This design comes from an exercise in tuning for small area, a short achievable clock period and few clock cycles per item on the open sky130 flow, not from production work.
RTL that was checked went through simulation tests only; none was proved equivalent to the original.
Function not checked in runs 2, 6 and 7: the RTL went through the layout flow alone.

<file path="design.v">
package apm_pkg;
  localparam int unsigned DataBits   = 32;
  localparam int unsigned RpmBits    = 30;
  localparam int unsigned CfgIdxBits = 2;
  localparam logic [CfgIdxBits-1:0] CfgDebounce    = 2'd0;
  localparam logic [CfgIdxBits-1:0] CfgStopTimeout = 2'd1;
  localparam logic [CfgIdxBits-1:0] CfgSpeedScale  = 2'd2;
  localparam logic OpPulse = 1'b0;
  localparam logic OpPoll  = 1'b1;
  localparam logic [DataBits-1:0] DebounceReset = 32'd40000;
  localparam logic [DataBits-1:0] StopReset     = 32'd3000000;
  localparam logic [DataBits-1:0] ScaleReset    = 32'd558584000;
  localparam logic [DataBits-1:0] RpmQ4Num = 32'd960000000;
  localparam int unsigned     MphNumBits = 18;
  localparam int unsigned     MphDenBits = 17;
  localparam logic [MphNumBits-1:0] MphNum = 18'd223694;
  localparam logic [MphDenBits-1:0] MphDen = 17'd100000;
  localparam int unsigned     ProdBits     = DataBits + MphNumBits;
  localparam int unsigned     MphDigitBits = 4;
  localparam int unsigned     MphSteps     = (ProdBits + MphDigitBits - 1) / MphDigitBits;
  localparam int unsigned     MphQuotBits  = MphSteps * MphDigitBits;
  localparam int unsigned DivSteps = DataBits;
  localparam int unsigned CntBits  = $clog2(DivSteps);
  localparam int unsigned QueueDepth     = 2;
  localparam int unsigned QueuePtrBits   = $clog2(QueueDepth);
  localparam int unsigned QueueCountBits = $clog2(QueueDepth + 1);
  typedef struct packed {
    logic                operation;
    logic [DataBits-1:0] now_us;
  } in_word_t;
  typedef struct packed {
    logic                pulse_accepted;
    logic [DataBits-1:0] revolutions;
    logic [DataBits-1:0] period_us;
    logic [RpmBits-1:0]  rpm_q4;
    logic [DataBits-1:0] speed_mm_per_s;
    logic [DataBits-1:0] speed_milli_mph;
  } out_word_t;
  typedef struct packed {
    logic                pulse_accepted;
    logic [DataBits-1:0] revolutions;
    logic [DataBits-1:0] period_us;
  } job_t;
endpackage
module anemometer_period_speed_meter_top (
  input  logic                           clk_i,
  input  logic                           rst_ni,
  input  logic                           in_valid_i,
  output logic                           in_ready_o,
  input  apm_pkg::in_word_t              in_word_i,
  output logic                           out_valid_o,
  input  logic                           out_ready_i,
  output apm_pkg::out_word_t             out_word_o,
  input  logic                           cfg_we_i,
  input  logic [apm_pkg::CfgIdxBits-1:0] cfg_index_i,
  input  logic [apm_pkg::DataBits-1:0]   cfg_data_i
);
  localparam logic [31:0] RpmNum = apm_pkg::RpmQ4Num;
  logic [31:0] deb_q, stop_q, scale_q;
  logic        stg_we_q;
  logic [1:0]  stg_idx_q;
  logic [31:0] stg_data_q;
  always_ff @(posedge clk_i or negedge rst_ni) begin
    if (!rst_ni) begin
      stg_we_q <= 1'b0;
    end else begin
      stg_we_q <= cfg_we_i;
    end
  end
  always_ff @(posedge clk_i) begin
    stg_idx_q  <= cfg_index_i;
    stg_data_q <= cfg_data_i;
  end
  always_ff @(posedge clk_i or negedge rst_ni) begin
    if (!rst_ni) begin
      deb_q   <= apm_pkg::DebounceReset;
      stop_q  <= apm_pkg::StopReset;
      scale_q <= apm_pkg::ScaleReset;
    end else if (stg_we_q) begin
      case (stg_idx_q)
        apm_pkg::CfgDebounce:    deb_q   <= stg_data_q;
        apm_pkg::CfgStopTimeout: stop_q  <= stg_data_q;
        apm_pkg::CfgSpeedScale:  scale_q <= stg_data_q;
        default: ;
      endcase
    end
  end
  typedef enum logic [1:0] {
    StIdle,
    StDiv,
    StLast
  } state_e;
  state_e      state_q;
  logic        in_v_q;             
  logic        t_v_q;              
  logic        out_valid_q;
  logic        cache_q;            
  logic [31:0] last_q;
  logic        pulse_q;
  logic [31:0] rev_q, per_q;
  logic [29:0] quo_r_q;            
  logic [31:0] quo_s_q;            
  logic        nb_r_q, nb_s_q;     
  logic [31:0] mph_q;
  logic [32:0] rem_r_q, rem_s_q;   
  logic        qb_q;               
  logic [16:0] rem_m_q;            
  logic        sat_q;
  logic [4:0]  cnt_q;
  logic        in_rdy_q;
  assign in_ready_o  = in_rdy_q;
  assign out_valid_o = out_valid_q;
  assign out_word_o  = {pulse_q, rev_q, per_q, quo_r_q, quo_s_q, mph_q};
  logic        in_op_q;
  logic [31:0] in_now_q;
  always_ff @(posedge clk_i) begin
    if (in_ready_o) begin
      in_op_q  <= in_word_i.operation;
      in_now_q <= in_word_i.now_us;
    end
  end
  logic [32:0] el_x;
  logic [31:0] elapsed;
  logic        wrap, deb_ok, stop_hit;
  logic [33:0] x_a, x_b, x_d, y_d, x_s, x_c, y_s, y_c, x, y;
  logic [3:0]  el_skip;
  logic        t_deb_q, t_stop_q, t_elz_q;
  logic [3:0]  t_skip_q;
  assign el_x    = {1'b0, in_now_q} - {1'b0, last_q};
  assign elapsed = el_x[31:0];
  assign wrap    = el_x[32];
  assign x_a = {2'b00, in_now_q};
  assign x_b = {2'b11, ~last_q};
  assign x_d = {2'b11, ~deb_q};
  assign y_d = {2'b11, ~stop_q};
  assign x_s = x_a ^ x_b ^ x_d;
  assign x_c = {(x_a[32:0] & x_b[32:0]) | (x_a[32:0] & x_d[32:0]) | (x_b[32:0] & x_d[32:0]), 1'b1};
  assign y_s = x_a ^ x_b ^ y_d;
  assign y_c = {(x_a[32:0] & x_b[32:0]) | (x_a[32:0] & y_d[32:0]) | (x_b[32:0] & y_d[32:0]), 1'b0};
  assign x   = x_s + x_c + 34'd1;
  assign y   = y_s + y_c + 34'd1;
  assign deb_ok   = wrap ? !(x[33] && !x[32]) : !x[33];
  assign stop_hit = wrap ? !(y[33] && !y[32]) : !y[33];
  always_comb begin
    el_skip = '0;
    for (int i = 1; i < 15; i++) if ((elapsed >> (2*i)) != 32'd0) el_skip = 4'(i);
  end
  always_ff @(posedge clk_i) begin
    if (in_v_q) begin
      t_deb_q  <= deb_ok;
      t_stop_q <= stop_hit;
      t_elz_q  <= in_now_q == last_q;
      t_skip_q <= el_skip;
    end
  end
  logic        last_nz, per_nz, pulse_ok, set_per, clr_per, fire, go_div, go_zero;
  logic [3:0]  p_skip_q;           
  assign last_nz  = last_q != '0;
  assign per_nz   = per_q != '0;
  assign pulse_ok = (in_op_q == apm_pkg::OpPulse) && t_deb_q;
  assign set_per  = pulse_ok && last_nz;
  assign clr_per  = (in_op_q == apm_pkg::OpPoll) && last_nz && t_stop_q;
  assign fire     = t_v_q && (state_q == StIdle) && (!out_valid_q || out_ready_i);
  assign go_div   = set_per ? !t_elz_q : (!clr_per && per_nz && !cache_q);
  assign go_zero  = set_per ? t_elz_q : (clr_per || !per_nz);
  always_comb begin
  end
  logic [3:0]  skip;
  logic        num_small;
  logic [31:0] scl, rpm;
  assign skip      = set_per ? t_skip_q : p_skip_q;
  assign num_small = scale_q[31:30] == '0;
  assign scl       = num_small ? {scale_q[29:0], 2'b00} : scale_q;
  assign rpm       = num_small ? {RpmNum[29:0], 2'b00} : RpmNum;
  logic [63:0] num_s, num_r;
  logic [4:0]  cnt_init, nb_idx;
  assign num_s    = {32'b0, scl} << {skip, 1'b0};
  assign num_r    = {32'b0, rpm} << {skip, 1'b0};
  assign cnt_init = {~skip, 1'b1} - {3'b0, num_small, 1'b0};
  assign nb_idx   = (state_q == StIdle) ? {~skip, 1'b1} : cnt_q - 1'b1;
  logic [33:0] tr_r, tr_s, dv_r, dv_s, nr_r, nr_s;
  assign tr_r = {rem_r_q, nb_r_q};
  assign tr_s = {rem_s_q, nb_s_q};
  assign dv_r = rem_r_q[32] ? {2'b00, per_q} : ~{2'b00, per_q};
  assign dv_s = rem_s_q[32] ? {2'b00, per_q} : ~{2'b00, per_q};
  assign nr_r = tr_r + dv_r + {33'b0, ~rem_r_q[32]};
  assign nr_s = tr_s + dv_s + {33'b0, ~rem_s_q[32]};
  logic [17:0] m0;
  logic [16:0] rem_m_d;
  logic [2:0]  mv;
  logic        ge1, ge2, ge3;
  logic [3:0]  mlow;
  logic [28:0] yinc;
  logic [31:0] mph_d;
  logic        sat_d;
  function automatic logic ge_const(input logic [16:0] x, input logic [16:0] c);
    logic gt, eq;
    gt = 1'b0;
    eq = 1'b1;
    for (int i = 16; i >= 0; i--) begin
      gt = gt | (eq & x[i] & ~c[i]);
      eq = eq & (x[i] == c[i]);
    end
    ge_const = gt | eq;
  endfunction
  assign m0  = {rem_m_q, 1'b0};
  assign ge1 = ge_const(rem_m_q, 17'd50000);    
  assign ge2 = ge_const(rem_m_q, 17'd38153);    
  assign ge3 = ge_const(rem_m_q, 17'd88153);    
  always_comb begin
    if (!qb_q) begin
      if (!ge1) begin rem_m_d = m0[16:0];                    mv = 3'd0; end
      else      begin rem_m_d = 17'(m0 - 18'd100000);        mv = 3'd1; end
    end else begin
      if (!ge2)      begin rem_m_d = 17'(m0 + 18'd23694);    mv = 3'd2; end
      else if (!ge3) begin rem_m_d = 17'(m0 - 18'd76306);    mv = 3'd3; end
      else           begin rem_m_d = 17'(m0 - 18'd176306);   mv = 3'd4; end
    end
  end
  logic s0, ao;
  assign mlow  = {1'b0, mph_q[1:0], 1'b0} + {1'b0, mv};
  assign yinc  = mph_q[30:2] + 1'b1;
  assign s0    = sat_q | mph_q[31];
  assign ao    = &mph_q[30:2];
  assign sat_d = s0 | (mlow[3] & ao);
  assign mph_d = {32{s0}} |
                 {(mlow[3] ? (yinc | {29{ao}}) : mph_q[30:2]), (mlow[2:0] | {3{mlow[3] & ao}})};
  state_e state_d;
  logic   in_v_d, t_v_d, out_valid_d;
  always_comb begin
    state_d     = state_q;
    in_v_d      = in_rdy_q && in_valid_i;
    t_v_d       = in_v_q || (t_v_q && !fire);
    out_valid_d = out_valid_q && !out_ready_i;
    unique case (state_q)
      StIdle: begin
        if (fire) begin
          if (go_div) state_d = StDiv;
          else        out_valid_d = 1'b1;
        end
      end
      StDiv:   if (cnt_q == '0) state_d = StLast;
      StLast: begin
        out_valid_d = 1'b1;
        state_d     = StIdle;
      end
      default: state_d = StIdle;
    endcase
  end
  always_ff @(posedge clk_i or negedge rst_ni) begin
    if (!rst_ni) begin
      in_rdy_q    <= 1'b1;
      in_v_q      <= 1'b0;
      t_v_q       <= 1'b0;
      state_q     <= StIdle;
      out_valid_q <= 1'b0;
      cache_q     <= 1'b0;
      last_q      <= '0;
      rev_q       <= '0;
      per_q       <= '0;
      p_skip_q    <= '0;
    end else begin
      in_rdy_q    <= !in_v_d && (!t_v_d || (state_d == StIdle && !out_valid_d));
      in_v_q      <= in_v_d;
      t_v_q       <= t_v_d;
      state_q     <= state_d;
      out_valid_q <= out_valid_d;
      if (stg_we_q && stg_idx_q == apm_pkg::CfgSpeedScale) cache_q <= 1'b0;
      if (fire) begin
        if (pulse_ok) begin
          last_q <= in_now_q;
          rev_q  <= rev_q + 1'b1;
        end
        if (set_per) begin
          per_q    <= elapsed;
          p_skip_q <= t_skip_q;
        end else if (clr_per) begin
          per_q    <= '0;
          p_skip_q <= '0;
        end
        if (!go_div && go_zero) cache_q <= 1'b1;
      end
      if (state_q == StLast) cache_q <= 1'b1;
    end
  end
  always_ff @(posedge clk_i) begin
    nb_r_q <= (state_q == StIdle) ? rpm[nb_idx] : RpmNum[nb_idx];
    nb_s_q <= (state_q == StIdle) ? scl[nb_idx] : scale_q[nb_idx];
  end
  always_ff @(posedge clk_i) begin
    unique case (state_q)
      StIdle: begin
        if (fire) begin
          pulse_q <= pulse_ok;
          rem_r_q <= {1'b0, num_r[63:32]};
          rem_s_q <= {1'b0, num_s[63:32]};
          qb_q    <= 1'b0;
          rem_m_q <= '0;
          sat_q   <= 1'b0;
          cnt_q   <= cnt_init;
          if (go_div || go_zero) begin
            quo_r_q <= '0;
            quo_s_q <= '0;
            mph_q   <= '0;
          end
        end
      end
      StDiv: begin
        rem_r_q <= nr_r[32:0];
        quo_r_q <= {quo_r_q[28:0], ~nr_r[33]};
        rem_s_q <= nr_s[32:0];
        quo_s_q <= {quo_s_q[30:0], ~nr_s[33]};
        qb_q    <= ~nr_s[33];
        rem_m_q <= rem_m_d;
        sat_q   <= sat_d;
        mph_q   <= mph_d;
        cnt_q   <= cnt_q - 1'b1;
      end
      StLast: begin
        rem_m_q <= rem_m_d;
        sat_q   <= sat_d;
        mph_q   <= mph_d;
      end
      default: ;
    endcase
  end
endmodule
</file>
<file path="run.sh">
#!/bin/bash
# synth_recipe.tcl (not shown) runs the flow's synth.tcl, then flattens the netlist and writes it again
# the make line also repeats each setting of config.mk as NAME=value (left out here)
make -C /OpenROAD-flow-scripts/flow DESIGN_CONFIG=/design/flow/config.mk WORK_HOME=/design/flow/orfs CLKGATE_MAP_FILE= SYNTH_SCRIPT=/design/flow/synth_recipe.tcl finish
</file>
<file path="config.mk">
export PLATFORM = sky130hd
export DESIGN_NAME = anemometer_period_speed_meter_top
export DESIGN_NICKNAME = anemometer_period_speed_meter_top
export VERILOG_FILES = /design/flow/design.v
export SDC_FILE = /design/flow/constraint.sdc
export NUM_CORES = 4
export LEC_CHECK = 0
export CAP_MARGIN = 20
export CORE_MARGIN = 2
export CORE_UTILIZATION = 60
export PLACE_DENSITY = 0.7
export SETUP_SLACK_MARGIN = 5
export SLEW_MARGIN = 20
</file>
<file path="constraint.sdc">
create_clock -name core_clock -period 9.0 [get_ports {clk_i}]
set_input_delay 1.8000 -clock core_clock [delete_from_list [all_inputs] [get_ports {clk_i}]]
set_output_delay 1.8000 -clock core_clock [all_outputs]
set_load 0.01 [all_outputs]
</file>
==> run notes, run 1 <==
Ys Warns: 1
ANT cells: 0
Final Cycle Share: 0.436
Clock period minus worst slack: 3.92 ns
Nets: 3394
Num CTS Buffers: 51
Layout Skew: 0.0393 ns
I/O pin cnt: 233
Yosys cell types: 94
Worst hold-check path type: flip-flop to flip-flop
Mean Syn Cell Area: 10.2 um^2
Syn Inst Count: 2864
Syn_nets: 3186
# H-tree levels: 2
Data arrival, critical path: 4.22 ns
CP Max Fanout: 13
P&R area growth vs syn: 17.4%
Post-route ant nets: 0
CORE AREA: 47800 um^2
Gp weighted congestion: 0.938
Row cnt: 80
WP data required: 9.30 ns
Max_cap viols: 0
Status: no timing/DRC/antenna violations
Clock slew at reported path FFs: 0.06 ns
Via count: 23200
Pin count of the biggest net entering global routing: 121
Worst-skew pair later-pin latency: 0.62 ns
Setup WS pre-CTS: 3.93 ns
Actual slew at the worst max-slew pin: 1.05 ns
Gr usage total: 0.316
Setup repair after global routing missed its margin: true
Global-route wire length before repair: 125000 um
Synth Register Bits: 464
Initial antenna violation count: 0
Final TNS setup: 0 ns
CTS Sinks: 464
Initial DRC count: 2193
WL per Instance: 21.5 um
Ys async rst share: 0.440
Die X: 224 um
Post-synth EDFFs: 224
Die outline area: 50400 um^2
WS Path Type: flip-flop to flip-flop
Cells after DPL: 3606
Detailed placement HPWL: 58200 um
CTS Buffer Depth: 3
Final non-filler cell total: 3730
Slew HR: 0.297
Number of global-route vias before repair: 23000
Final setup margin: 5.08 ns
Starting Density: 0.609
Die H: 224 um
Mapped Area: 29200 um^2
Proportion of layout cells with a drive suffix above 1: 0.0995
First-pass detailed-route iteration total: 8
DRC errors left: 0
Clock root buffer: clkbuf_16
TritonCTS clock tree: yes
Final Hold Viols: 0
Final Max Tran Viols: 0
Number of port buffers: 232
Vias per cell: 6.22
Max Clk Rate: 0.255 GHz
Ys flop type: edfxtp_1
WL final: 80100 um
R2r setup slk: 5.08 ns
Startpoint types: flip-flop
Final setup viols: 0
Seq/Total Area, Yosys: 0.432
# hold bufs at CTS: 0
Kind of end point of the critical path: flip-flop
GRT overflow: 0
stage by stage:
step / cell area (um^2) / utilization / hold slack (ns)
floorplan: 29200 / - / 0.413
global placement: 32000 / 0.668 / 0.442
detailed placement: 32000 / 0.669 / 0.450
CTS: 33900 / 0.708 / 0.457
global route: 34200 / 0.715 / 0.495
finish: 34200 / 0.715 / 0.457
timing repair:
action,in CTS,in global routing
endpoints found under the setup margin,97,101
buffers inserted,4,21
resized for setup,23,39
gates cloned,1,2
pin swaps,3,9
final timing paths:
check,endpoint,startpoint,depth (start not counted)
hold / removal,deb_q[15]$_DFFE_PN1P_,stg_data_q[15]$_DFF_P_,2
min in group asynchronous,scale_q[10]$_DFFE_PN0P_,rst_ni,1
setup reg to reg,rem_r_q[10]$_DFFE_PP_,last_q[24]$_DFFE_PN0P_,12
setup / recovery,rem_r_q[10]$_DFFE_PP_,last_q[24]$_DFFE_PN0P_,12
hold reg to reg,deb_q[15]$_DFFE_PN1P_,stg_data_q[15]$_DFF_P_,2
max in group asynchronous,per_q[14]$_DFFE_PN0P_,rst_ni,2
critical path, stage by stage (launching register included):
cell      delay [ns]
dfrtp_1         0.40
nor4_2          0.43
nand4_2         0.28
or2_4           0.36
a22oi_4         0.46
inv_4           0.18
ha_1            0.38
inv_1           0.19
nand2_1         0.10
nand2_1         0.16
nor2_1          0.12
a221oi_1        0.47
a21oi_1         0.08
synth_stat cells (13+ instances only):
| cell | count | area share |
|---|---|---|
| nand2_1 | 265 | 0.034 |
| edfxtp_1 | 224 | 0.23 |
| o21ai_0 | 196 | 0.034 |
| ha_1 | 183 | 0.079 |
| a21oi_1 | 179 | 0.031 |
| dfrtp_1 | 178 | 0.15 |
| nor2_1 | 153 | 0.020 |
| xnor2_1 | 153 | 0.046 |
| inv_1 | 148 | 0.019 |
| clkbuf_1 | 100 | 0.013 |
| and2_1 | 74 | 0.016 |
| mux2_2 | 74 | 0.029 |
| xor2_1 | 70 | 0.021 |
| a21o_1 | 67 | 0.017 |
| fa_1 | 67 | 0.046 |
| nand3_1 | 64 | 0.011 |
| a211oi_1 | 36 | 0.0093 |
| dfxtp_1 | 36 | 0.025 |
| nand4_1 | 36 | 0.0077 |
| nor3_1 | 35 | 0.0060 |
| a22o_1 | 34 | 0.010 |
| nor2b_1 | 32 | 0.0069 |
| and3_1 | 30 | 0.0064 |
| a31oi_1 | 29 | 0.0062 |
| dfstp_2 | 26 | 0.023 |
| nor4_1 | 24 | 0.0052 |
| o21a_1 | 23 | 0.0059 |
| mux2i_1 | 22 | 0.0076 |
| nand2b_1 | 20 | 0.0043 |
| o22ai_1 | 20 | 0.0043 |
| or3_1 | 17 | 0.0036 |
| buf_1 | 15 | 0.0019 |
| o211ai_1 | 15 | 0.0039 |
| a221oi_1 | 13 | 0.0039 |
per-layer routing:
metal / routed length [um] / vias up / track usage
met5: 0 / - / 0
met4: 2580 / 0 / 0.109
met3: 4840 / 173 / 0.0397
met2: 38800 / 785 / 0.531
met1: 33900 / 11500 / 0.426
li1: - / 10800 / -
placed cells by master, fill, tap and decap left out, drive strengths merged, types with 14 or more instances in the layout:
| cell type | instances |
|---|---|
| nor3 | 35 |
| nand4 | 37 |
| and2 | 74 |
| o21a | 23 |
| nor4 | 28 |
| o211ai | 15 |
| nand2 | 265 |
| mux2 | 74 |
| nand2b | 20 |
| edfxtp | 224 |
| a21o | 67 |
| a31oi | 29 |
| buf | 47 |
| o22ai | 20 |
| dfxtp | 36 |
| xnor2 | 154 |
| a22o | 34 |
| clkinv | 18 |
| a21oi | 179 |
| nor2b | 32 |
| clkdlybuf4s50 | 231 |
| dfstp | 26 |
| a221oi | 14 |
| clkbuf | 72 |
| o21ai | 204 |
| fa | 67 |
| xor2 | 70 |
| ha | 183 |
| dfrtp | 178 |
| inv | 152 |
| and3 | 30 |
| nor2 | 154 |
| or3 | 17 |
| nand3 | 64 |
| mux2i | 22 |
| a211oi | 36 |
state kept, by name, summed over array words and instances (netlist names), 5 cells and up:
signal / count
quo_r_q: 30
quo_s_q: 32
stop_q: 32
stg_data_q: 32
rev_q: 32
last_q: 32
per_q: 32
in_now_q: 32
cnt_q: 5
rem_s_q: 33
mph_q: 32
rem_r_q: 33
rem_m_q: 16
deb_q: 32
scale_q: 32
final cells by class:
class,instances,area [um^2]
multi-input combinational,2121,15800
timing repair buffer,281,2760
tap,615,769
timing repair inverter,1,5.00
fill,3547,13600
clock inverter,26,241
clock buffer,70,1500
sequential,464,12600
inverter,152,581
cells by family (layout without fill, tap and decap cells):
group,count (synthesis),count (layout),synth area share
and+or+nand+nor,791,791,0.132
AOI/OAI and AO/OA,756,757,0.169
DFF,464,464,0.432
buffers and inverters,280,530,0.0373
adders and majority gates,252,252,0.125
xor gates and xnor gates,224,224,0.0676
muxes,97,97,0.0369
Testbench counts, summed over its fixed seeds: cycles 20,519, items 1,920.
==> inputs of run 2 (changes only) <==
--- a/design.v
+++ b/design.v
@@ -151,3 +151,3 @@
       t_stop_q <= stop_hit;
-      t_elz_q  <= in_now_q == last_q;
+      t_elz_q  <= elapsed == '0;
       t_skip_q <= el_skip;
--- a/config.mk
+++ b/config.mk
@@ -9,4 +9,3 @@
 export CORE_MARGIN = 2
-export CORE_UTILIZATION = 60
-export PLACE_DENSITY = 0.7
+export CORE_UTILIZATION = 40
 export SETUP_SLACK_MARGIN = 5
==> run 2 against run 1 <==
- still clean on timing, DRC and antenna
- non-clock buffer count rose by 35
- final cell count rose by 11%
- worst hold slack got worse by 0.0012 ns
- sequential share of layout area fell by 1.4 points
==> run notes, run 2 <==
Status: no timing/DRC/antenna violations
CTS Buffer Depth: 3
Final Max Tran Viols: 0
Ys async rst share: 0.440
Ys Warns: 1
Initial DRC count: 1595
Synth Area in Adders: 0.124
Seq/Total Area, Yosys: 0.429
Biggest regs: rem_r_q x33, rem_s_q x33
Row cnt: 99
Area taken by flip-flops and latches: 12600 um^2
Die H: 275 um
Worst reg2reg path depth: 11
Mean Syn Cell Area: 10.2 um^2
Worst-skew pair later-pin latency: 0.63 ns
Worst reg2reg endpoint: rem_r_q[7]$_DFFE_PP_
Hold path depth: 2
Nets: 3455
Most common library cells after synthesis: nand2_1, edfxtp_1, a21oi_1, o21ai_0, ha_1
P&R area growth vs syn: 21.5%
Yosys cell types: 101
Setup repair after global routing missed its margin: true
DRC errors left: 0
Number of global-route vias before repair: 23400
TritonCTS clock tree: yes
Leading cell type in the layout, fill and taps excluded: nand2_1
Detailed placement HPWL: 64700 um
Final setup viols: 0
Min-Delay Endpoint: deb_q[15]$_DFFE_PN1P_
Ranking of synthesized cells by area: edfxtp_1, dfrtp_1, ha_1
Final Cycle Share: 0.438
Multi-input gate area: 16100 um^2
Via count: 23600
Number of port buffers: 232
Worst reg2reg startpoint: last_q[1]$_DFFE_PN0P_
Post-route ant nets: 0
Clock period minus worst slack: 3.95 ns
Final TNS setup: 0 ns
WL final: 89400 um
Initial antenna violation count: 0
Mux cell area share after synthesis: 0.0360
Worst hold-check path type: flip-flop to flip-flop
GRT overflow: 0
Actual slew at the worst max-slew pin: 1.10 ns
Syn_nets: 3204
Synth Area in Simple Gates: 0.130
Die X: 275 um
Startpoint types: flip-flop
Final Hold Viols: 0
Proportion of layout cells with a drive suffix above 1: 0.124
Layout Skew: 0.0236 ns
Slew HR: 0.265
Xor/xnor share of the synthesized area: 0.0666
CP Max Fanout: 27
WS Path Type: flip-flop to flip-flop
CORE AREA: 72800 um^2
Compound-Gate Fraction of Synth Area: 0.177
Critical hold path startpoint: stg_data_q[15]$_DFF_P_
# H-tree levels: 2
Syn Inst Count: 2882
WL per Instance: 21.6 um
Global-route wire length before repair: 137000 um
Ys flop type: edfxtp_1
Yosys top cell by area: edfxtp_1
WP data required: 9.34 ns
Max Clk Rate: 0.253 GHz
# fillers: 6632
Gr usage total: 0.233
First-pass detailed-route iteration total: 5
Top-count cell post-synth: nand2_1
Post-Route Utilization: 0.489
Pin count of the biggest net entering global routing: 87
ANT cells: 0
Die outline area: 75500 um^2
Leading cell types in the layout, fill and taps excluded: nand2_1, clkdlybuf4s50_1, edfxtp_1
CTS Sinks: 464
Data arrival, critical path: 4.28 ns
Starting Density: 0.403
Post-synth EDFFs: 224
Synth Register Bits: 464
Mapped Area: 29300 um^2
R2r setup slk: 5.05 ns
Clock slew at reported path FFs: 0.06 ns
Num CTS Buffers: 55
Clock root buffer: clkbuf_16
I/O pin cnt: 233
Post-synth top area share: 0.229
Max_cap viols: 0
Kind of end point of the critical path: flip-flop
Vias per cell: 5.71
Largest family of logic cells by synthesized area: compound AO/OA/AOI/OAI gates
Gp weighted congestion: 0.904
==> run 2: changes by cell type in the layout (fill, tap and decap cells not counted), moves of 11 or more <==
| cell | previous run | this run |
|---|---|---|
| o21a_1 | 22 | 35 |
| a21o_1 | 67 | 52 |
| nand3_1 | 62 | 49 |
| buf_4 | 41 | 74 |
| a211oi_1 | 33 | 49 |
| o21ai_1 | 12 | 24 |
| a31oi_1 | 28 | 17 |
| a21oi_1 | 178 | 192 |
| nand2_1 | 265 | 245 |
==> run 2: cell families after synthesis <==
logic type / Yosys count
adders and majority gates: 252
muxes: 95
xor gates and xnor gates: 220
and+or+nand+nor: 773
AOI/OAI and AO/OA: 797
buffers and inverters: 281
DFF: 464
==> run 2: timing repair <==
action                     CTS  global route
resized for setup           31            83
setup endpoints to repair  118            92
cloned                       3             3
buffers inserted            19            32
hold buffers                 0             0
pin swaps                    5            16
==> run 2: how the worst max path moves through the flow <==
| stage | startpoint | to | slack [ns] | depth (start not counted) |
|---|---|---|---|---|
| after global placement | out_ready_i | rev_q[31]$_DFFE_PN0P_ | 3.96 | 12 |
| after CTS | rem_m_q[2]$_SDFFCE_PP0P_ | mph_q[15]$_SDFFCE_PP0P_ | 5.00 | 21 |
| after detailed placement | out_ready_i | rev_q[31]$_DFFE_PN0P_ | 3.85 | 12 |
| after floorplan | out_ready_i | quo_r_q[0]$_SDFFCE_PN0P_ | 4.37 | 4 |
| final | last_q[1]$_DFFE_PN0P_ | rem_r_q[7]$_DFFE_PP_ | 5.05 | 11 |
| after global routing | rem_m_q[2]$_SDFFCE_PP0P_ | mph_q[24]$_SDFFCE_PP0P_ | 4.89 | 19 |
==> run 2: through the flow <==
stage / hold slack [ns] / cell area, um^2 / setup WS [ns] / cells
6_report: 0.456 / 35600 / 5.05 / 4139
5_1_grt: 0.491 / 35600 / 4.89 / 4139
3_3_place_gp: 0.443 / 32700 / 3.96 / 3978
3_5_place_dp: 0.454 / 32700 / 3.85 / 3978
2_1_floorplan: 0.413 / 29400 / 4.37 / 2882
4_1_cts: 0.463 / 35000 / 5.00 / 4104
==> run 2: final cells by class <==
class | instances | share of cell area
Multi-Input combinational cell | 2137 | 0.452
Sequential cell | 464 | 0.353
Timing Repair Buffer | 316 | 0.0861
Clock buffer | 69 | 0.0439
Tap cell | 959 | 0.0337
Inverter | 158 | 0.0169
Clock inverter | 35 | 0.0137
Timing Repair inverter | 1 | 0.000140
==> run 2: routing by layer <==
| layer | up-vias | track usage | share of wire |
|---|---|---|---|
| met1 | 11800 | 0.318 | 0.44 |
| li1 | 11000 | - | - |
| met4 | 0 | 0.0761 | 0.032 |
| met2 | 712 | 0.386 | 0.48 |
| met3 | 161 | 0.0256 | 0.047 |
| met5 | - | 0 | 0 |
==> run 2: critical path: stages (launching register included) <==
cell,delay (ns)
dfrtp_1,0.45
nor4_2,0.37
nand4_1,0.13
buf_4,0.19
o21ai_4,0.29
mux2i_4,0.29
buf_4,0.38
clkinvlp_4,0.43
nand2_1,0.34
a21oi_1,0.11
a311oi_1,0.54
a21oi_1,0.09
==> inputs of run 3 (changes only) <==
--- a/design.v
+++ b/design.v
@@ -151,3 +151,3 @@
       t_stop_q <= stop_hit;
-      t_elz_q  <= elapsed == '0;
+      t_elz_q  <= in_now_q == last_q;
       t_skip_q <= el_skip;
--- a/config.mk
+++ b/config.mk
@@ -7,3 +7,3 @@
 export LEC_CHECK = 0
-export CAP_MARGIN = 20
+export CAP_MARGIN = 0
 export CORE_MARGIN = 2
@@ -11,2 +11,2 @@
 export SETUP_SLACK_MARGIN = 5
-export SLEW_MARGIN = 20
+export SLEW_MARGIN = 0
==> run 3 against run 2 <==
- register-to-register slack improved by 0.14 ns
- synthesized cell count decreased by 0.62%
- cell area decreased by 2.5%
- final cell count decreased by 1.8%
==> run notes, run 3 <==
Max_cap viols: 0
DRC errors left: 0
Pin count of the biggest net entering global routing: 88
ANT cells: 0
Final Max Tran Viols: 0
Final setup viols: 0
Post-route ant nets: 0
Gr usage total: 0.223
P&R area growth vs syn: 19.2%
Leading cell type in the layout, fill and taps excluded: nand2_1
Final TNS setup: 0 ns
Layer with the highest usage: met2
Critical path's largest stage delay: 0.62 ns
Final non-filler cell total: 4065
Final Cycle Share: 0.431
Hold_ws: 0.461 ns
Gp weighted congestion: 0.909
Post-synth EDFFs: 224
Number of global-route vias before repair: 22700
Clock slew at reported path FFs: 0.06 ns
Nets: 3393
TritonCTS clock tree: yes
Area taken by flip-flops and latches: 12600 um^2
Met1 Resource Use GR: 0.307
Clock period minus worst slack: 3.88 ns
Synth Register Bits: 464
Ranking of synthesized cells by area: edfxtp_1, dfrtp_1, ha_1
Via count: 23000
# fillers: 6564
Post-synth top area share: 0.231
Yosys top cell by area: edfxtp_1
Multi-input gate area: 15800 um^2
Vias per cell: 5.65
Starting Density: 0.406
WS Path Type: flip-flop to output port
CP Max Fanout: 35
Seq/Total Area, Yosys: 0.432
Top Family by Delay on Critical Path: buffers and inverters
WP data required: 7.20 ns
Initial antenna violation count: 0
GRT overflow: 0
Die outline area: 75100 um^2
Layout Skew: 0.0216 ns
Die H: 274 um
Mapped Area: 29200 um^2
Most common library cells after synthesis: nand2_1, edfxtp_1, o21ai_0
First-pass detailed-route iteration total: 5
Clock root buffer: clkbuf_16
# H-tree levels: 2
Startpoint types: flip-flop
Ys async rst share: 0.440
Met2 Resource Use GR: 0.367
Ys Warns: 1
WL final: 85000 um
Number of port buffers: 232
Kind of end point of the critical path: output port
Leading cell types in the layout, fill and taps excluded: nand2_1, clkdlybuf4s50_1, edfxtp_1
Slowest-stage cell, CP: clkdlybuf4s50_1
Syn_nets: 3186
CTS Sinks: 464
Slew HR: 0.132
# hold bufs at CTS: 0
Proportion of layout cells with a drive suffix above 1: 0.0970
Cells after DPL: 3945
Worst-skew pair later-pin latency: 0.61 ns
Status: no timing/DRC/antenna violations
Syn Inst Count: 2864
Max Clk Rate: 0.258 GHz
Worst hold-check path type: flip-flop to flip-flop
Detailed placement HPWL: 63400 um
I/O pin cnt: 233
Die X: 274 um
Actual slew at the worst max-slew pin: 1.30 ns
Cell Chain, Critical Path: buf_6, clkdlybuf4s50_1
Ys flop type: edfxtp_1
Row cnt: 98
R2r setup slk: 5.19 ns
Top-count cell post-synth: nand2_1
Biggest regs: rem_r_q x33, rem_s_q x33
Initial DRC count: 1672
CORE AREA: 71900 um^2
Data arrival, critical path: 2.08 ns
Setup repair after global routing missed its margin: false
CTS Buffer Depth: 3
Num CTS Buffers: 55
Final Hold Viols: 0
Yosys cell types: 94
Crit path buffers/inverters: 2
Global-route wire length before repair: 131000 um
WL per Instance: 20.9 um
Mean Syn Cell Area: 10.2 um^2
GRT met3 Usage: 0.0292
## run 3: cell count changes after synthesis, sizes merged, moves of 9 or more
cell	previous run	this run
a211oi	56	36
o21ai	222	204
a21oi	196	179
nand2	249	265
a21o	52	67
nand3	51	64
o21a	36	23
a31oi	18	29
clkbuf	91	100
## run 3: layout make-up
class | instances | area share
inverters | 152 | 0.0165
well taps | 950 | 0.0342
clock inverters | 23 | 0.00792
clock buffers | 78 | 0.0460
repair buffers | 277 | 0.0782
flip-flops and latches | 464 | 0.362
multi-input cells | 2121 | 0.455
## run 3: worst paths after layout
| path | endpoint | cells after the start | start |
|---|---|---|---|
| setup / recovery | in_ready_o | 2 | in_rdy_q$_DFF_PN1_ |
| hold / removal | deb_q[6]$_DFFE_PN1P_ | 2 | stg_data_q[6]$_DFF_P_ |
| setup reg to reg | t_stop_q$_DFFE_PP_ | 13 | last_q[1]$_DFFE_PN0P_ |
| hold reg to reg | deb_q[6]$_DFFE_PN1P_ | 2 | stg_data_q[6]$_DFF_P_ |
| max in group asynchronous | p_skip_q[2]$_DFFE_PN0P_ | 2 | rst_ni |
| min in group asynchronous | rev_q[7]$_DFFE_PN0P_ | 1 | rst_ni |
## run 3: worst reg2reg max path, delay by kind of cell (launching register included)
kind | cells | cell delay, ns
adders and majority gates | 3 | 1.16
and+or+nand+nor | 2 | 0.14
buffers and inverters | 1 | 0.13
AOI/OAI and AO/OA | 7 | 1.69
DFF | 1 | 0.44
## run 3: metrics by stage
stage / utilization / setup WS [ns] / area [um^2]
4_1_cts: 0.480 / 5.00 / 34500
5_1_grt: 0.484 / 4.95 / 34700
2_1_floorplan: - / 4.39 / 29200
3_5_place_dp: 0.451 / 3.82 / 32400
3_3_place_gp: 0.451 / 3.88 / 32400
6_report: 0.484 / 5.12 / 34700
## run 3: cells by family after synthesis
kind of cell / Yosys count / share of synthesized area
compound gates: 756 / 0.169
buf+inv: 280 / 0.0373
flops: 464 / 0.432
mux: 97 / 0.0369
simple gates: 791 / 0.132
xor+xnor: 224 / 0.0676
fa+ha+maj: 252 / 0.125
## run 3: metal layers
layer	routed length, um	vias up
li1	-	10800
met5	0	-
met2	40200	716
met3	4990	137
met4	2430	0
met1	37400	11300
## run 3: what timing repair did
| action | 4_1_cts | 5_1_grt |
|---|---|---|
| gates resized for setup | 22 | 34 |
| setup endpoints to repair | 141 | 149 |
| setup buffers | 10 | 8 |
| pin swaps | 5 | 7 |
| gates cloned | 1 | 0 |
Testbench counts of run 3, summed over its fixed seeds: cycles 20,519, items 1,920.
==> inputs of run 4 (changes only) <==
--- a/config.mk
+++ b/config.mk
@@ -10,2 +10,4 @@
 export CORE_UTILIZATION = 40
+export CTS_CLUSTER_DIAMETER = 80
+export CTS_CLUSTER_SIZE = 30
 export SETUP_SLACK_MARGIN = 5
==> run 4 against run 3 <==
- largest cell class unchanged
- maximum frequency grew 0.27%
- register-to-register slack barely moved
- synthesized cell count did not move
- clock skew increased by 0.0067 ns
- sequential share of layout area increased by 0.62 points
- area after synthesis unchanged
- cell area decreased by 1.7%
- clock-buffer cell count down 40
- still clean
- highest routed layer unchanged
- non-clock buffer count is 2 lower
==> run notes, run 4 <==
Layout Skew: 0.0282 ns
Post-synth top area share: 0.231
# hold bufs at CTS: 0
Number of global-route vias before repair: 22500
CTS Buffer Depth: 3
CP endpoint: in_ready_o
Clock period minus worst slack: 3.87 ns
Row cnt: 98
Final setup margin: 5.13 ns
Cell Chain, Critical Path: buf_6, clkdlybuf4s50_1
Ys flop type: edfxtp_1
Post-synth EDFFs: 224
Leading cell type in the layout, fill and taps excluded: nand2_1
Die H: 274 um
Gr usage total: 0.222
Data arrival, critical path: 2.07 ns
Ys async rst share: 0.440
Max_cap viols: 0
Setup repair after global routing missed its margin: false
Num CTS Buffers: 35
Mean Syn Cell Area: 10.2 um^2
Final Hold Viols: 0
Syn Inst Count: 2864
TritonCTS clock tree: yes
Slew HR: 0.148
CP Max Fanout: 35
Actual slew at the worst max-slew pin: 1.28 ns
Yosys top cell by area: edfxtp_1
Clock slew at reported path FFs: 0.10 ns
Final setup viols: 0
Proportion of layout cells with a drive suffix above 1: 0.0898
Most common library cells after synthesis: nand2_1, edfxtp_1, o21ai_0
Worst hold-check path type: flip-flop to flip-flop
Top Family by Delay on Critical Path: buffers and inverters
Setup WS pre-CTS: 3.82 ns
R2r setup slk: 5.19 ns
WL final: 84700 um
WP data required: 7.20 ns
WL per Instance: 21.0 um
Mapped Area: 29200 um^2
Kind of end point of the critical path: output port
Cells after DPL: 3945
Max Clk Rate: 0.258 GHz
Worst reg2reg endpoint: qb_q$_SDFFCE_PN0P_
Critical path origin: in_rdy_q$_DFF_PN1_
Leading cell types in the layout, fill and taps excluded: nand2_1, clkdlybuf4s50_1, edfxtp_1
Gp weighted congestion: 0.909
ANT cells: 0
Post-route ant nets: 0
First-pass detailed-route iteration total: 5
DRC errors left: 0
GRT overflow: 0
CTS Sinks: 464
Final Max Tran Viols: 0
Pin count of the biggest net entering global routing: 88
Worst reg2reg path depth: 13
Global-route wire length before repair: 131000 um
Startpoint types: flip-flop
Worst reg2reg startpoint: rem_s_q[32]$_SDFFCE_PN0P_
CP Depth: 2
Nets: 3371
Clock root buffer: clkbuf_16
Final non-filler cell total: 4025
Number of port buffers: 232
Initial DRC count: 1638
Die outline area: 75100 um^2
Synth Register Bits: 464
CORE AREA: 71900 um^2
Vias per cell: 5.66
Yosys cell types: 94
Initial antenna violation count: 0
WS Path Type: flip-flop to output port
Worst-skew pair later-pin latency: 0.59 ns
Via count: 22800
P&R area growth vs syn: 17.2%
Seq/Total Area, Yosys: 0.432
Detailed placement HPWL: 63400 um
Top-count cell post-synth: nand2_1
Syn_nets: 3186
I/O pin cnt: 233
Final TNS setup: 0 ns
Status: no timing/DRC/antenna violations
Critical path's largest stage delay: 0.61 ns
Die X: 274 um
# H-tree levels: 2
Ranking of synthesized cells by area: edfxtp_1, dfrtp_1, ha_1
Final Cycle Share: 0.430
Ys Warns: 1
Crit path buffers/inverters: 2
Starting Density: 0.406
Biggest regs: rem_r_q x33, rem_s_q x33
Slowest-stage cell, CP: clkdlybuf4s50_1
run 4: cell count changes in the layout (fill, tap and decap cells not counted), sizes merged:
cell    before  now
inv        152  166
clkbuf      80   40
bufinv       6    0
clkinv      14    8
buf         44   42
run 4: repair_timing:
action	4_1_cts	5_1_grt
pin swaps	4	7
setup buffers	9	7
setup endpoints to repair	147	146
gates resized for setup	26	31
gates cloned	1	0
run 4: final cells by class:
| cell class | count | area, um^2 |
|---|---|---|
| fillers | 6607 | 37700 |
| multi-input cells | 2121 | 15800 |
| flip-flops and latches | 464 | 12600 |
| repair buffers | 275 | 2700 |
| well taps | 950 | 1190 |
| clock buffers | 38 | 930 |
| inverters | 152 | 573 |
| clock inverters | 25 | 378 |
run 4: tightest hold or removal path: cells and delay by family (launching register included):
family	cells	cell delay, ns
and+or+nand+nor	1	0.06
DFF	1	0.34
AOI/OAI and AO/OA	1	0.07
run 4: logic make-up after synthesis:
| family | Yosys count | synth area share |
|---|---|---|
| buffers and inverters | 280 | 0.0373 |
| adder cells (fa/ha/maj) | 252 | 0.125 |
| AO/OA/AOI/OAI | 756 | 0.169 |
| XOR/XNOR | 224 | 0.0676 |
| flip-flops | 464 | 0.432 |
| AND/OR/NAND/NOR | 791 | 0.132 |
| multiplexers | 97 | 0.0369 |
run 4: per-stage QoR:
| step | area, um^2 | hold WS [ns] | utilization |
|---|---|---|---|
| 6_report | 34200 | 0.466 | 0.475 |
| 2_1_floorplan | 29200 | 0.413 | - |
| 4_1_cts | 34000 | 0.476 | 0.473 |
| 3_3_place_gp | 32400 | 0.439 | 0.451 |
| 5_1_grt | 34200 | 0.519 | 0.475 |
| 3_5_place_dp | 32400 | 0.458 | 0.451 |
run 4: worst min-delay path by stage:
stage                                       end  cells past startpoint                   start
after floorplan           deb_q[10]$_DFFE_PN1P_                      2  stg_data_q[10]$_DFF_P_
after global placement     deb_q[6]$_DFFE_PN1P_                      2   stg_data_q[6]$_DFF_P_
after detailed placement   deb_q[6]$_DFFE_PN1P_                      2   stg_data_q[6]$_DFF_P_
after CTS                  deb_q[6]$_DFFE_PN1P_                      2   stg_data_q[6]$_DFF_P_
after global routing      rev_q[31]$_DFFE_PN0P_                      1   rev_q[31]$_DFFE_PN0P_
final                      deb_q[6]$_DFFE_PN1P_                      2   stg_data_q[6]$_DFF_P_
run 4: metal layers:
layer / up-vias / wire [um] / track usage / share of wire
met4: 0 / 2490 / 0.0641 / 0.029
met5: - / 0 / 0 / 0
met2: 676 / 40000 / 0.366 / 0.47
li1: 10700 / - / - / -
met1: 11300 / 37600 / 0.306 / 0.44
met3: 129 / 4700 / 0.0281 / 0.056
==> inputs of run 5 (changes only) <==
--- a/config.mk
+++ b/config.mk
@@ -10,4 +10,4 @@
 export CORE_UTILIZATION = 40
-export CTS_CLUSTER_DIAMETER = 80
-export CTS_CLUSTER_SIZE = 30
+export CTS_CLUSTER_DIAMETER = 90
+export CTS_CLUSTER_SIZE = 35
 export SETUP_SLACK_MARGIN = 5
==> run 5 against run 4 <==
- still clean
- worst hold slack worse by 0.015 ns
- core utilization down 0.18 points
- via count up 0.25%
- clock skew up 0.011 ns
- setup slack worse by 0.023 ns
- sequential cell count unchanged
- synthesized cell count unchanged
- clock-buffer cell count down 3
- routed wire length down 0.17%
- area after synthesis unchanged
- largest cell class unchanged
==> run notes, run 5 <==
Status: no timing/DRC/antenna violations
DRC errors left: 0
Yosys cell types: 94
Slew HR: 0.135
WL final: 84600 um
Nets: 3367
Synth Register Bits: 464
# H-tree levels: 1
Die outline area: 75100 um^2
Mapped Area: 29200 um^2
Initial antenna violation count: 0
Clock root buffer: clkbuf_16
Post-synth top area share: 0.231
Die H: 274 um
Gp weighted congestion: 0.909
# fillers: 6623
Leading cell types in the layout, fill and taps excluded: nand2_1, clkdlybuf4s50_1, edfxtp_1
Gr usage total: 0.220
Seq/Total Area, Yosys: 0.432
TritonCTS clock tree: yes
Max Clk Rate: 0.257 GHz
Ys async rst share: 0.440
Top-count cell post-synth: nand2_1
Setup repair after global routing missed its margin: false
Number of global-route vias before repair: 22400
Ys flop type: edfxtp_1
CTS Sinks: 464
Post-route ant nets: 0
Post-synth EDFFs: 224
WS Path Type: flip-flop to output port
Clock period minus worst slack: 3.89 ns
Actual slew at the worst max-slew pin: 1.30 ns
Biggest regs: rem_r_q x33, rem_s_q x33
Pin count of the biggest net entering global routing: 88
Worst-skew pair later-pin latency: 0.64 ns
Vias per cell: 5.68
Layout Skew: 0.0393 ns
Syn_nets: 3186
Final setup viols: 0
CP Max Fanout: 35
Syn Inst Count: 2864
Mean Syn Cell Area: 10.2 um^2
Leading cell type in the layout, fill and taps excluded: nand2_1
Yosys top cell by area: edfxtp_1
WL per Instance: 21.0 um
CTS Buffer Depth: 3
Ys Warns: 1
P&R area growth vs syn: 16.7%
Initial DRC count: 1693
Number of port buffers: 232
First-pass detailed-route iteration total: 5
Die X: 274 um
Startpoint types: flip-flop
Final non-filler cell total: 4020
Global-route wire length before repair: 131000 um
I/O pin cnt: 233
Starting Density: 0.406
Worst hold-check path type: flip-flop to flip-flop
Detailed placement HPWL: 63400 um
Num CTS Buffers: 30
# hold bufs at CTS: 0
Final TNS setup: 0 ns
Via count: 22800
Final Max Tran Viols: 0
CORE AREA: 71900 um^2
Max_cap viols: 0
Proportion of layout cells with a drive suffix above 1: 0.0883
Row cnt: 98
Clock slew at reported path FFs: 0.11 ns
Ranking of synthesized cells by area: edfxtp_1, dfrtp_1, ha_1
Most common library cells after synthesis: nand2_1, edfxtp_1, o21ai_0
GRT overflow: 0
Cells after DPL: 3945
Kind of end point of the critical path: output port
Final Cycle Share: 0.433
Data arrival, critical path: 2.09 ns
WP data required: 7.20 ns
Post-Route Utilization: 0.474
Final Hold Viols: 0
run 5: cell counts after synthesis:
Identical to the previous run, type by type.
run 5: worst paths after layout:
check                                 startpoint                         to  slack, ns  cells after the start
max in group asynchronous                 rst_ni      deb_q[16]$_DFFE_PN0P_       6.35                      2
min in group asynchronous                 rst_ni       rev_q[7]$_DFFE_PN0P_       1.17                      1
setup / recovery              in_rdy_q$_DFF_PN1_                 in_ready_o       5.11                      2
hold reg to reg            stg_data_q[6]$_DFF_P_       deb_q[6]$_DFFE_PN1P_       0.45                      2
setup reg to reg           in_now_q[6]$_DFFE_PP_  t_skip_q[2]$_SDFFCE_PP1P_       5.21                     11
hold / removal             stg_data_q[6]$_DFF_P_       deb_q[6]$_DFFE_PN1P_       0.45                      2
run 5: final cells by class:
class,instances,area [um^2],area share
sequential,464,12600,0.370
multi-input combinational,2121,15800,0.465
clock buffer,35,812,0.0239
clock inverter,21,347,0.0102
timing repair buffer,276,2710,0.0796
antenna,1,2.50,0.0000735
inverter,152,573,0.0168
tap,950,1190,0.0349
run 5: stage by stage:
stage          hold slack, ns  area (um^2)  setup WS, ns
6_report                0.452        34000          5.11
3_5_place_dp            0.458        32400          3.82
2_1_floorplan           0.413        29200          4.39
3_3_place_gp            0.439        32400          3.88
4_1_cts                 0.462        33800          5.01
5_1_grt                 0.510        34000          4.96
run 5: kinds of logic after synthesis:
family / after synthesis / synth area share
buffers and inverters: 280 / 0.0373
and+or+nand+nor: 791 / 0.132
DFF: 464 / 0.432
adders and majority gates: 252 / 0.125
xor gates and xnor gates: 224 / 0.0676
AOI/OAI and AO/OA: 756 / 0.169
muxes: 97 / 0.0369
run 5: worst max-delay path, stage by stage (launching register included):
cell and delay (ns):
dfstp_2 0.53, buf_6 0.30, clkdlybuf4s50_1 0.61
run 5: routing by layer:
layer / wire [um] / track usage / up-vias
li1: - / - / 10700
met1: 37700 / 0.307 / 11400
met2: 40400 / 0.368 / 660
met3: 4430 / 0.0223 / 114
met4: 2070 / 0.0545 / 0
met5: 0 / 0 / -
run 5: what timing repair did:
item | in CTS | in global routing
pin swaps | 4 | 5
endpoints found under the hold margin | 0 | 0
setup buffers | 9 | 8
gates resized for setup | 23 | 35
gates cloned | 1 | 0
setup endpoints to repair | 146 | 150
==> inputs of run 6 (changes only) <==
--- a/design.v
+++ b/design.v
@@ -290,2 +290,19 @@
   always_ff @(posedge clk_i) begin
+    if (state_q == StIdle) begin
+      rem_r_q <= {1'b0, num_r[63:32]};
+      rem_s_q <= {1'b0, num_s[63:32]};
+      qb_q    <= 1'b0;
+      rem_m_q <= '0;
+      sat_q   <= 1'b0;
+      cnt_q   <= cnt_init;
+    end else begin
+      rem_r_q <= nr_r[32:0];
+      rem_s_q <= nr_s[32:0];
+      qb_q    <= ~nr_s[33];
+      rem_m_q <= rem_m_d;
+      sat_q   <= sat_d;
+      cnt_q   <= cnt_q - 1'b1;
+    end
+  end
+  always_ff @(posedge clk_i) begin
     unique case (state_q)
@@ -294,8 +311,2 @@
           pulse_q <= pulse_ok;
-          rem_r_q <= {1'b0, num_r[63:32]};
-          rem_s_q <= {1'b0, num_s[63:32]};
-          qb_q    <= 1'b0;
-          rem_m_q <= '0;
-          sat_q   <= 1'b0;
-          cnt_q   <= cnt_init;
           if (go_div || go_zero) begin
@@ -308,17 +319,7 @@
       StDiv: begin
-        rem_r_q <= nr_r[32:0];
         quo_r_q <= {quo_r_q[28:0], ~nr_r[33]};
-        rem_s_q <= nr_s[32:0];
         quo_s_q <= {quo_s_q[30:0], ~nr_s[33]};
-        qb_q    <= ~nr_s[33];
-        rem_m_q <= rem_m_d;
-        sat_q   <= sat_d;
-        mph_q   <= mph_d;
-        cnt_q   <= cnt_q - 1'b1;
-      end
-      StLast: begin
-        rem_m_q <= rem_m_d;
-        sat_q   <= sat_d;
         mph_q   <= mph_d;
       end
+      StLast: mph_q <= mph_d;
       default: ;
--- a/config.mk
+++ b/config.mk
@@ -7,8 +7,6 @@
 export LEC_CHECK = 0
-export CAP_MARGIN = 0
+export CAP_MARGIN = 20
 export CORE_MARGIN = 2
 export CORE_UTILIZATION = 40
-export CTS_CLUSTER_DIAMETER = 90
-export CTS_CLUSTER_SIZE = 35
 export SETUP_SLACK_MARGIN = 5
-export SLEW_MARGIN = 0
+export SLEW_MARGIN = 20
==> run 6 against run 5 <==
- still clean on timing, DRC and antenna
- area after synthesis grew 1.2%
- non-clock buffer count shrank 2
- sequential cell count unchanged
- critical path depth rose by 6
- critical endpoint is now rem_r_q[26]$_DFF_P_
- final cell count grew 4.0%
- setup slack improved by 0.019 ns
- sequential share of layout area is 3.4 points lower
- core utilization grew 0.47 points
==> run notes, run 6 <==
Status: no timing/DRC/antenna violations
Row cnt: 99
Post-synth top area share: 0.151
Final Max Tran Viols: 0
Mux cell area share after synthesis: 0.0452
Initial antenna violation count: 0
CP Max Fanout: 17
I/O pin cnt: 233
Max Clk Rate: 0.258 GHz
Mean Syn Cell Area: 9.91 um^2
Detailed placement HPWL: 65800 um
Starting Density: 0.404
Layout Skew: 0.0375 ns
Yosys cell types: 113
Largest family of logic cells by synthesized area: compound AO/OA/AOI/OAI gates
WP data required: 9.53 ns
Biggest regs: rem_r_q x33, rem_s_q x33
Clock period minus worst slack: 3.87 ns
R2r setup slk: 5.13 ns
Seq/Total Area, Yosys: 0.396
Final Hold Viols: 0
First-pass detailed-route iteration total: 5
ANT cells: 0
CTS Buffer Depth: 3
DRC errors left: 0
TritonCTS clock tree: yes
Mapped Area: 29500 um^2
Vias per cell: 5.66
Actual slew at the worst max-slew pin: 1.09 ns
Number of global-route vias before repair: 23700
Global-route wire length before repair: 135000 um
Final setup margin: 5.13 ns
Num CTS Buffers: 54
Ranking of synthesized cells by area: dfrtp_1, edfxtp_1, dfxtp_1
Number of port buffers: 232
Die outline area: 75900 um^2
CTS Sinks: 464
Initial DRC count: 1657
Yosys top cell by area: dfrtp_1
Max_cap viols: 0
WS Path Type: flip-flop to flip-flop
Die X: 276 um
Syn Inst Count: 2977
Startpoint types: flip-flop
Final Cycle Share: 0.430
Ys flop type: dfrtp_1
Clock root buffer: clkbuf_16
Compound-Gate Fraction of Synth Area: 0.191
Ys Warns: 1
WL per Instance: 20.9 um
Setup WS pre-CTS: 4.26 ns
Post-synth EDFFs: 135
Nets: 3498
Leading cell type in the layout, fill and taps excluded: nand2_1
Gp weighted congestion: 0.909
# fillers: 6740
Setup repair after global routing missed its margin: true
Xor/xnor share of the synthesized area: 0.0612
GRT overflow: 0
Worst hold-check path type: flip-flop to flip-flop
Critical path origin: last_q[4]$_DFFE_PN0P_
Worst-skew pair later-pin latency: 0.63 ns
CORE AREA: 73000 um^2
Syn_nets: 3300
Kind of end point of the critical path: flip-flop
Slew HR: 0.273
Gr usage total: 0.226
# H-tree levels: 2
Leading cell types in the layout, fill and taps excluded: nand2_1, clkdlybuf4s50_1, o21ai_0
Critical hold path startpoint: stg_data_q[11]$_DFF_P_
Via count: 23600
Proportion of layout cells with a drive suffix above 1: 0.104
Synth Area in Adders: 0.124
Die H: 276 um
Post-route ant nets: 0
Synth Area in Simple Gates: 0.143
Pin count of the biggest net entering global routing: 72
WL final: 87200 um
Worst reg2reg startpoint: last_q[4]$_DFFE_PN0P_
Ys async rst share: 0.440
Final setup viols: 0
Synth Register Bits: 464
Clock slew at reported path FFs: 0.06 ns
Most common library cells after synthesis: nand2_1, o21ai_0, ha_1
Final TNS setup: 0 ns
P&R area growth vs syn: 18.3%
Data arrival, critical path: 4.41 ns
Top-count cell post-synth: nand2_1
run 6: kinds of logic (layout without fill, tap and decap cells):
group,count (synthesis),after routing
simple gates,831,831
compound gates,817,817
flops,464,464
buf+inv,284,528
fa+ha+maj,253,253
xor+xnor,206,206
mux,122,122
run 6: what timing repair did:
action                     4_1_cts  5_1_grt
hold buffers                     0        0
buffers inserted                 1       15
cloned                           0        3
pin swaps                        1        9
resized for setup               20       56
setup endpoints to repair       45       70
run 6: path summary, 6_finish.rpt:
check,end,cells after the start
min in group asynchronous,rev_q[13]$_DFFE_PN0P_,1
worst min-delay path,deb_q[11]$_DFFE_PN1P_,2
worst min register to register,deb_q[11]$_DFFE_PN1P_,2
worst max register to register,rem_r_q[26]$_DFF_P_,8
worst max-delay path,rem_r_q[26]$_DFF_P_,8
max in group asynchronous,per_q[0]$_DFFE_PN0P_,2
run 6: layout make-up:
| class | count | area (um^2) | area share |
|---|---|---|---|
| Inverter | 152 | 574 | 0.0165 |
| Tap cell | 959 | 1200 | 0.0344 |
| Clock inverter | 22 | 267 | 0.00764 |
| Clock buffer | 80 | 1580 | 0.0453 |
| Sequential cell | 464 | 11700 | 0.335 |
| Timing Repair Buffer | 274 | 2670 | 0.0765 |
| Multi-Input combinational cell | 2229 | 16900 | 0.484 |
run 6: stage by stage:
stage / area [um^2] / utilization / std cells / hold slack [ns]
2_1_floorplan: 29500 / - / 2977 / 0.413
3_3_place_gp: 32700 / 0.448 / 4059 / 0.432
3_5_place_dp: 32700 / 0.448 / 4059 / 0.441
4_1_cts: 34600 / 0.474 / 4162 / 0.450
5_1_grt: 34900 / 0.478 / 4180 / 0.484
6_report: 34900 / 0.478 / 4180 / 0.448
run 6: worst max-delay path, stage by stage (launching register included):
cell	delay [ns]
dfrtp_1	0.38
nor4_1	0.47
and4_1	0.41
a21oi_4	0.20
mux2_2	0.56
nand2_1	0.61
nor2_2	0.71
nand3_1	0.26
o21ai_0	0.16
run 6: metal layers:
metal | track usage | up-vias | wire length (um)
met5 | 0 | - | 0
met1 | 0.296 | 11700 | 38600
li1 | - | 11200 | -
met4 | 0.0727 | 0 | 2750
met2 | 0.388 | 557 | 42400
met3 | 0.0271 | 147 | 3580
==> inputs of run 7 (changes only) <==
--- a/config.mk
+++ b/config.mk
@@ -7,6 +7,8 @@
 export LEC_CHECK = 0
-export CAP_MARGIN = 20
+export CAP_MARGIN = 0
 export CORE_MARGIN = 2
 export CORE_UTILIZATION = 40
+export CTS_CLUSTER_DIAMETER = 90
+export CTS_CLUSTER_SIZE = 35
 export SETUP_SLACK_MARGIN = 5
-export SLEW_MARGIN = 20
+export SLEW_MARGIN = 0
==> run 7 against run 6 <==
- still clean on timing, DRC and antenna
- routed wire length decreased by 1.3%
- final cell count decreased by 1.2%
- largest cell class unchanged
==> run notes, run 7 <==
Final Max Tran Viols: 0
Worst reg2reg endpoint: rem_s_q[26]$_DFF_P_
Layer with the highest usage: met2
Seq/Total Area, Yosys: 0.396
Top-count cell post-synth: nand2_1
CTS Sinks: 464
Number of global-route vias before repair: 23300
Die outline area: 75900 um^2
Setup repair after global routing missed its margin: true
Kind of end point of the critical path: flip-flop
Status: no timing/DRC/antenna violations
ANT cells: 0
GRT overflow: 0
Startpoint types: flip-flop
Die X: 276 um
Most common library cells after synthesis: nand2_1, o21ai_0, ha_1
Starting Density: 0.404
Critical hold path startpoint: stg_data_q[11]$_DFF_P_
Met1 Resource Use GR: 0.295
Worst reg2reg startpoint: last_q[4]$_DFFE_PN0P_
Syn Inst Count: 2977
Post-synth top area share: 0.151
Nets: 3472
Syn_nets: 3300
Met2 Resource Use GR: 0.391
Synth Register Bits: 464
Via count: 23300
Proportion of layout cells with a drive suffix above 1: 0.0968
Ranking of synthesized cells by area: dfrtp_1, edfxtp_1, dfxtp_1
Number of port buffers: 232
Num CTS Buffers: 28
WS Path Type: flip-flop to flip-flop
WP data required: 9.55 ns
CP Max Fanout: 17
Max_cap viols: 0
CTS Buffer Depth: 3
Yosys top cell by area: dfrtp_1
Worst reg2reg path depth: 8
Data arrival, critical path: 4.45 ns
R2r setup slk: 5.10 ns
Min-Delay Endpoint: deb_q[11]$_DFFE_PN1P_
Hold path depth: 2
Ys Warns: 1
Final Cycle Share: 0.433
Detailed placement HPWL: 65700 um
TritonCTS clock tree: yes
Layout Skew: 0.0486 ns
Worst-skew pair later-pin latency: 0.64 ns
# H-tree levels: 1
P&R area growth vs syn: 16.0%
Ys flop type: dfrtp_1
Leading cell types in the layout, fill and taps excluded: nand2_1, clkdlybuf4s50_1, o21ai_0
Post-route ant nets: 0
Initial antenna violation count: 0
Slew HR: 0.268
Pin count of the biggest net entering global routing: 72
Ys async rst share: 0.440
Final TNS setup: 0 ns
Row cnt: 99
Worst hold-check path type: flip-flop to flip-flop
Leading cell type in the layout, fill and taps excluded: nand2_1
WL final: 86100 um
Clock slew at reported path FFs: 0.12 ns
WL per Instance: 20.9 um
Die H: 276 um
Vias per cell: 5.65
Clock period minus worst slack: 3.90 ns
Initial DRC count: 1549
Biggest regs: rem_r_q x33, rem_s_q x33
Post-synth EDFFs: 135
CORE AREA: 73000 um^2
Setup WS pre-CTS: 4.30 ns
Mapped Area: 29500 um^2
DRC errors left: 0
Global-route wire length before repair: 134000 um
Mean Syn Cell Area: 9.91 um^2
First-pass detailed-route iteration total: 7
Final setup margin: 5.10 ns
Final setup viols: 0
GRT met3 Usage: 0.0220
Max Clk Rate: 0.256 GHz
Final Hold Viols: 0
Post-Route Utilization: 0.469
Yosys cell types: 113
Clock root buffer: clkbuf_16
Gp weighted congestion: 0.909
I/O pin cnt: 233
Gr usage total: 0.223
Actual slew at the worst max-slew pin: 1.10 ns
run 7: cell counts after synthesis:
No cell type changed its count.
run 7: cells by family after synthesis:
group | synth area share
and+or+nand+nor | 0.143
AOI/OAI and AO/OA | 0.191
DFF | 0.396
buffers and inverters | 0.0385
adders and majority gates | 0.124
xor gates and xnor gates | 0.0612
muxes | 0.0452
run 7: routing by layer:
metal  share of wire  vias to the layer above
met1            0.44                    11600
met4           0.023                        0
met3           0.042                      101
li1                -                    11100
met5               0                        -
met2            0.49                      544
run 7: area by class of cell:
type                    instances  area [um^2]
flip-flops and latches        464        11700
fillers                      6811        38700
clock buffers                  31          754
clock inverters                21          427
inverters                     152          574
repair buffers                274         2660
well taps                     959         1200
multi-input cells            2229        16900
run 7: worst max-delay path by stage:
stage	slack, ns	start	endpoint
5_1_grt	4.98	rem_m_q[2]$_SDFF_PP0_	mph_q[21]$_SDFFCE_PN0P_
3_3_place_gp	4.47	rem_m_q[2]$_SDFF_PP0_	mph_q[1]$_SDFFCE_PN0P_
2_1_floorplan	5.07	rem_m_q[2]$_SDFF_PP0_	mph_q[10]$_SDFFCE_PN0P_
6_report	5.10	last_q[4]$_DFFE_PN0P_	rem_s_q[26]$_DFF_P_
4_1_cts	4.98	rem_m_q[1]$_SDFF_PP0_	mph_q[24]$_SDFFCE_PN0P_
3_5_place_dp	4.30	rem_m_q[2]$_SDFF_PP0_	mph_q[24]$_SDFFCE_PN0P_
run 7: worst max-delay path: stages (launching register included):
cell and delay (ns):
dfrtp_1 0.40, nor4_1 0.45, and4_1 0.41, a21oi_4 0.20, mux2_2 0.57, nand2_1 0.65
nor2_2 0.70, a32oi_1 0.29, o21ai_0 0.13
run 7: repair_timing:
| action | 4_1_cts | 5_1_grt |
|---|---|---|
| buffers inserted | 2 | 15 |
| setup endpoints to repair | 48 | 70 |
| hold buffers | 0 | 0 |
| gates cloned | 0 | 2 |
| gates resized for setup | 19 | 60 |
| pin swaps | 2 | 10 |
run 7: through the flow:
step	instances	area [um^2]	hold slack, ns
floorplan	2977	29500	0.413
global placement	4059	32700	0.432
detailed placement	4059	32700	0.442
CTS	4113	33900	0.467
global route	4130	34200	0.488
finish	4130	34200	0.463

## static timing again, ports no longer ideal
In the flow no input, the clock included, has a driving cell. The finished layouts below were timed again as built, in two steps.
Step 1 sets driving cells, clkbuf_16 on the clock port and buf_2 on the other inputs (assumed; they add their load-dependent delay and slew).
Step 2 adds t to the input delays and takes it off the output delays; t is the mean of the earliest and latest rising clock arrival at the registers after step 1. Input paths then give back, and output paths get back, about the clock's delay inside the block.
a / b / c = no drivers / after step 1 / after step 2; a / b = the first two.
run | t, ns | setup slack, ns | worst data-port slew with drivers (ns) | pins driven straight from the clock port
run 1 | 0.661 | 5.080 / 5.049 / 4.478 | 0.06 | 1
run 2 | 0.687 | 5.054 / 5.054 / 4.415 | 0.05 | 1
run 3 | 0.667 | 5.120 / 5.055 / 4.507 | 0.06 | 1
run 4 | 0.641 | 5.130 / 5.066 / 4.540 | 0.07 | 1
run 5 | 0.688 | 5.107 / 5.038 / 4.537 | 0.07 | 1
run 6 | 0.680 | 5.126 / 5.080 / 4.558 | 0.06 | 1
run 7 | 0.678 | 5.100 / 5.059 / 4.615 | 0.06 | 1
After both steps every run listed still meets setup and hold. The setup slack of run 2, which loses most, moves by 0.000 ns with the drivers and by -0.639 ns with both steps.
